This design comes from an exercise in tuning for small area, a short achievable clock period and few clock cycles per item on the open sky130 flow, not from production work. Where RTL was checked, it was by simulation tests only, not by an equivalence proof against the original. Power figures rest on the tool's default switching activity, not on a simulated workload.

main:
Design grid_mesh_index_generator_unit, start of the top module:
module grid_mesh_index_generator_unit (
   input  logic                              clock,
   input  logic                              reset,
   input  logic                              req_tvalid,
   output logic                              req_tready,
   input  logic [gmig_pkg::REQ_DATA_W-1:0]   req_tdata,    
   output logic                              rsp_tvalid,
   input  logic                              rsp_tready,
   output logic [gmig_pkg::RSP_DATA_W-1:0]   rsp_tdata,
   output logic [gmig_pkg::RSP_USER_W-1:0]   rsp_tuser,    
   output logic                              rsp_tlast,
   input  logic                              csr_valid,
   output logic                              csr_ready,
   input  logic [gmig_pkg::CSR_INDEX_W-1:0]  csr_index,
   input  gmig_pkg::cfg_type                 csr_wdata
);
   typedef logic [23:0] idx_t;
   typedef logic [11:0] cnt_t;
   gmig_pkg::cfg_type x, rows, layers;
   logic geo_good, geo_ambig;
   logic csr_hit;
   assign csr_ready = 1'b1;
   assign csr_hit   = csr_valid && (csr_index != 2'd3);
   gmig_geom u_geom (
      .clock     (clock),
      .reset     (reset),
      .csr_write (csr_hit),
      .csr_index (csr_index),
      .csr_wdata (csr_wdata),
      .x_count   (x),
      .rows      (rows),
      .layers    (layers),
      .x_is1     (x_is1),
      .r_is1     (r_is1),
      .l_is1     (l_is1),
      .geo_good  (geo_good),
      .geo_ambig (geo_ambig)
   );
   logic x_is1, r_is1, l_is1;
   idx_t ra, rc, q_ff;
   logic [12:0] e_ff;
   cnt_t kc, rcn, lc;
   logic k_last, r_last, l_last1, l_last2;
   logic half_ff, first_ff;
   logic ph_line, ph_cell, ph_fb, ph_lr;     
   logic rsp_valid_ff, st_exh_ff, st_bad_ff, cnt1_ff, cnt2_ff, last_ff;
   logic chk_run, chk_stage, chk_xfer, chk_fin, exact_done, exact_ok;
   logic [3:0] chk_idx;
   logic [2:0] ext_ff;
   logic stall, take, restart;
   assign stall      = geo_ambig && !exact_done;
   assign req_tready = !stall && (!rsp_valid_ff || rsp_tready);
   assign take       = req_tvalid && req_tready;
   assign restart    = req_tdata[0];
   logic ok;
   assign ok = geo_good || (geo_ambig && exact_ok);
   logic active;
   assign active = ph_line || ph_cell || ph_fb || ph_lr;
   logic [12:0] xp1, xm1;
   assign xp1 = x + 13'd1;
   assign xm1 = x - 13'd1;
  ...
Size in the first run: roughly 2700 cells after synthesis, roughly 210 flip-flops, roughly 190 I/O pins, roughly 0.018 mm^2 of cells after synthesis.
Settings: LEC_CHECK=0, ABC_AREA=1, CAP_MARGIN=20, CORE_MARGIN=2, CORE_UTILIZATION=40, CTS_BUF_LIST=sky130_fd_sc_hd__clkbuf_4 sky130_fd_sc_hd__clkbuf_8, GPL_TIMING_DRIVEN=0, PLACE_DENSITY=0.6, SETUP_SLACK_MARGIN=3.0, SLEW_MARGIN=20, TNS_END_PERCENT=5; clock period 8.0 ns.
standard.sh (not shown) runs the stock make flow with config.mk's settings and CLKGATE_MAP_FILE= SYNTH_SCRIPT=/design/flow/synth_recipe.tcl, a recipe that flattens the netlist after the stock synthesis.
==> flow/flow/run.sh <==
#!/bin/bash
# The standard layout, with the port buffers that ORFS inserts made from plain
# buf_2 cells instead of its default pick (a slow delay buffer).
set -euo pipefail
export BUFFER_PORTS_ARGS="-buffer_cell sky130_fd_sc_hd__buf_2"
bash standard.sh finish > standard_flow.log 2>&1
Testbench counts of main, summed over its fixed seeds: cycles 23,230, items 23,024.
### main -> the feature branch
# main
export LEC_CHECK = 0
export ABC_AREA = 1
export CAP_MARGIN = 20
export CORE_MARGIN = 2
export CORE_UTILIZATION = 40
export CTS_BUF_LIST = sky130_fd_sc_hd__clkbuf_4 sky130_fd_sc_hd__clkbuf_8
export GPL_TIMING_DRIVEN = 0
export PLACE_DENSITY = 0.6
export SETUP_SLACK_MARGIN = 3.0
export SLEW_MARGIN = 20
export TNS_END_PERCENT = 5
create_clock -name core_clock -period 8.0 [get_ports {clock}]
# the feature branch
export LEC_CHECK = 0
export ABC_AREA = 1
export CAP_MARGIN = 20
export CORE_MARGIN = 2
export CORE_UTILIZATION = 40
export CTS_BUF_LIST = sky130_fd_sc_hd__clkbuf_4 sky130_fd_sc_hd__clkbuf_8
export PLACE_DENSITY = 0.6
export SETUP_SLACK_MARGIN = 4.0
export SLEW_MARGIN = 20
create_clock -name core_clock -period 8.0 [get_ports {clock}]
## What came out
The feature branch vs. main: share of total power in the clock network has decreased, number of cells on the worst reg-to-reg path has increased, proportion of layout cells with a drive suffix above 1 has increased.
The feature branch vs main, start point of the critical path: e_ff[0] vs e_ff[4]
Wire length per cell (the feature branch vs. main) decreases by a few percent
The feature branch vs. main: count of buffer and inverter cells on the critical path went up by 1.
Going from main to the feature branch, total detailed-routing wirelength saw a decrease; last weighted congestion value of the routability-driven placer now sits lower.
Per the comparison of the feature branch with main, utilization picked up an extra 6.9 points, power picked up an extra 9.6%, combinational cell fraction of total power picked up an extra 7.2 points.

* * *

grid_mesh_index_generator_unit, a different RTL version from the one above (not shown whole).
For scale: ~210 flip-flops, roughly 190 I/O pins.
Settings: LEC_CHECK=0, ABC_AREA=1, CAP_MARGIN=20, CORE_MARGIN=2, CORE_UTILIZATION=40, PLACE_DENSITY=0.6, SETUP_SLACK_MARGIN=2.5, SLEW_MARGIN=20; clock period 8.0 ns.
run.sh (not shown) runs the stock make flow with config.mk's settings and CLKGATE_MAP_FILE= SYNTH_SCRIPT=/design/flow/synth_recipe.tcl, a recipe that flattens the netlist after the stock synthesis.
Stock flow here: none of the scripts above is used.
The starting point finished clean.
Next try:
Settings changed: SETUP_SLACK_MARGIN 2.5 to 3.5.
Result: The new run ran to the end with no violations; sequential power stays flat; final cell count increases by 3.2%; via count increases by about 3.5%; design area increases by 7.3%; wire length increases by 3.5%; synthesized area stays the same; core utilization increases by 3.5 points.
No functional check of the RTL was part of any run of this note.

* * *

exp/delta:
grid_mesh_index_generator_unit, a different RTL version from the one above (not shown whole).
Size: roughly 210 flip-flops, ~190 I/O pins.
Settings: LEC_CHECK=0, ABC_AREA=1, CAP_MARGIN=20, CORE_MARGIN=2, CORE_UTILIZATION=40, CTS_BUF_LIST=sky130_fd_sc_hd__clkbuf_4 sky130_fd_sc_hd__clkbuf_8, PLACE_DENSITY=0.6, SETUP_SLACK_MARGIN=3.5, SLEW_MARGIN=20, TNS_END_PERCENT=5; clock period 8.0 ns.
standard.sh (not shown) runs the stock make flow with config.mk's settings and CLKGATE_MAP_FILE= SYNTH_SCRIPT=/design/flow/synth_recipe.tcl, a recipe that flattens the netlist after the stock synthesis.
Scripts as last shown in full above: flow/flow/run.sh
Testbench counts of exp/delta, summed over its fixed seeds: cycles 23,230, items 23,024.
Inputs modified between exp/delta and exp/violet:
Settings: SETUP_SLACK_MARGIN: 3.5 -> 3.0; TNS_END_PERCENT: 5 -> 20.
### Flow results
- Comparing exp/delta with exp/violet, the global-route wire length before repair came out essentially unchanged.
- In the metrics for exp/delta and exp/violet, the one carrying the higher final weighted congestion in routability-driven placement is exp/violet.
- Number of placement rows: exp/violet vs exp/delta identical
- NOTE: fraction of power consumed by combinational cells in exp/violet exceeds that of exp/delta
- Measured against each other, exp/delta and exp/violet differ in global routing met1 resource utilization, the lower figure coming from exp/delta.
- Relative to exp/delta, exp/violet degrades wire length.
- Diff exp/delta -> exp/violet | via count | up slightly
- Share of the final layout cell area in sequential cells: exp/violet lower than exp/delta
- Comparing exp/delta and exp/violet, fraction of layout cells with a size suffix above 1 is higher on exp/violet.
- As of exp/violet, average routed wire per standard cell had risen slightly compared to exp/delta.
Setup changes, exp/violet to exp/zinc
Settings: changing TNS_END_PERCENT from 20 to 5.
Findings:
Min clock power share across exp/violet and exp/zinc: exp/violet. Comparing power for exp/violet and exp/zinc, the bigger number came from exp/violet. exp/zinc against exp/violet: area growth from synthesis to layout has decreased, design area has decreased, number of gates given a new drive strength after cts has decreased. The highest clock frequency the design can meet on exp/zinc is in line with that on exp/violet.
Input-level comparison between exp/garnet and exp/zinc:
Settings: a change of CORE_UTILIZATION from 40 to 55; a change of PLACE_DENSITY from 0.6 to 0.75.
Results
| sequential fraction of total cell area | lower: exp/zinc |. First-pass GRT wire length: exp/garnet < exp/zinc. Diff exp/zinc and exp/garnet: area of all placed cells without fillers lower in exp/garnet. Routed length per instance in exp/garnet is about 2% above exp/zinc. Die outline area (exp/zinc / exp/garnet): 1.4. Going from exp/zinc to exp/garnet, die width lost 31 µm, remaining antenna violation count after routing neither gained nor lost much.

==> afterwards: timing with drivers on the ports <==
The flow's constraints put no driver on any port. The routed layouts listed below were extracted and timed again, unchanged, in two steps. Step 1, drivers: a clkbuf_16 drives clock and a buf_2 each remaining input, both assumed. Step 2 adds t to the input delays and takes it off the output delays; t is the mean of the earliest and latest rising clock arrival at the registers after step 1. Input paths then give back, and output paths get back, about the clock's delay inside the block. Slacks: ideal / step 1 / step 2; pairs: ideal / step 1.
run | t (ns) | slack for setup (ns) | worst setup path after step 2 | worst data-port slew with drivers (ns)
main | 0.677 | 2.867 / 2.809 / 2.542 | input to register | 0.03
the feature branch | 0.681 | 2.855 / 2.801 / 3.282 | input to register | 0.06
the first run of note 2 | 0.631 | 2.645 / 2.587 / 2.370 | input to register | 0.03
the second run of note 2 | 0.639 | 3.112 / 3.050 / 3.109 | input to register | 0.04
exp/delta | 0.663 | 2.971 / 2.914 / 2.637 | input to register | 0.03
exp/violet | 0.667 | 2.949 / 2.891 / 2.613 | input to register | 0.03
exp/zinc | 0.668 | 2.950 / 2.894 / 2.625 | input to register | 0.03
exp/garnet | 0.616 | 2.887 / 2.834 / 2.699 | input to register | 0.05
After both steps every run listed still meets setup and hold. For exp/violet, which loses most, drivers alone change the setup slack by -0.058 ns; drivers and shift together by -0.336 ns.
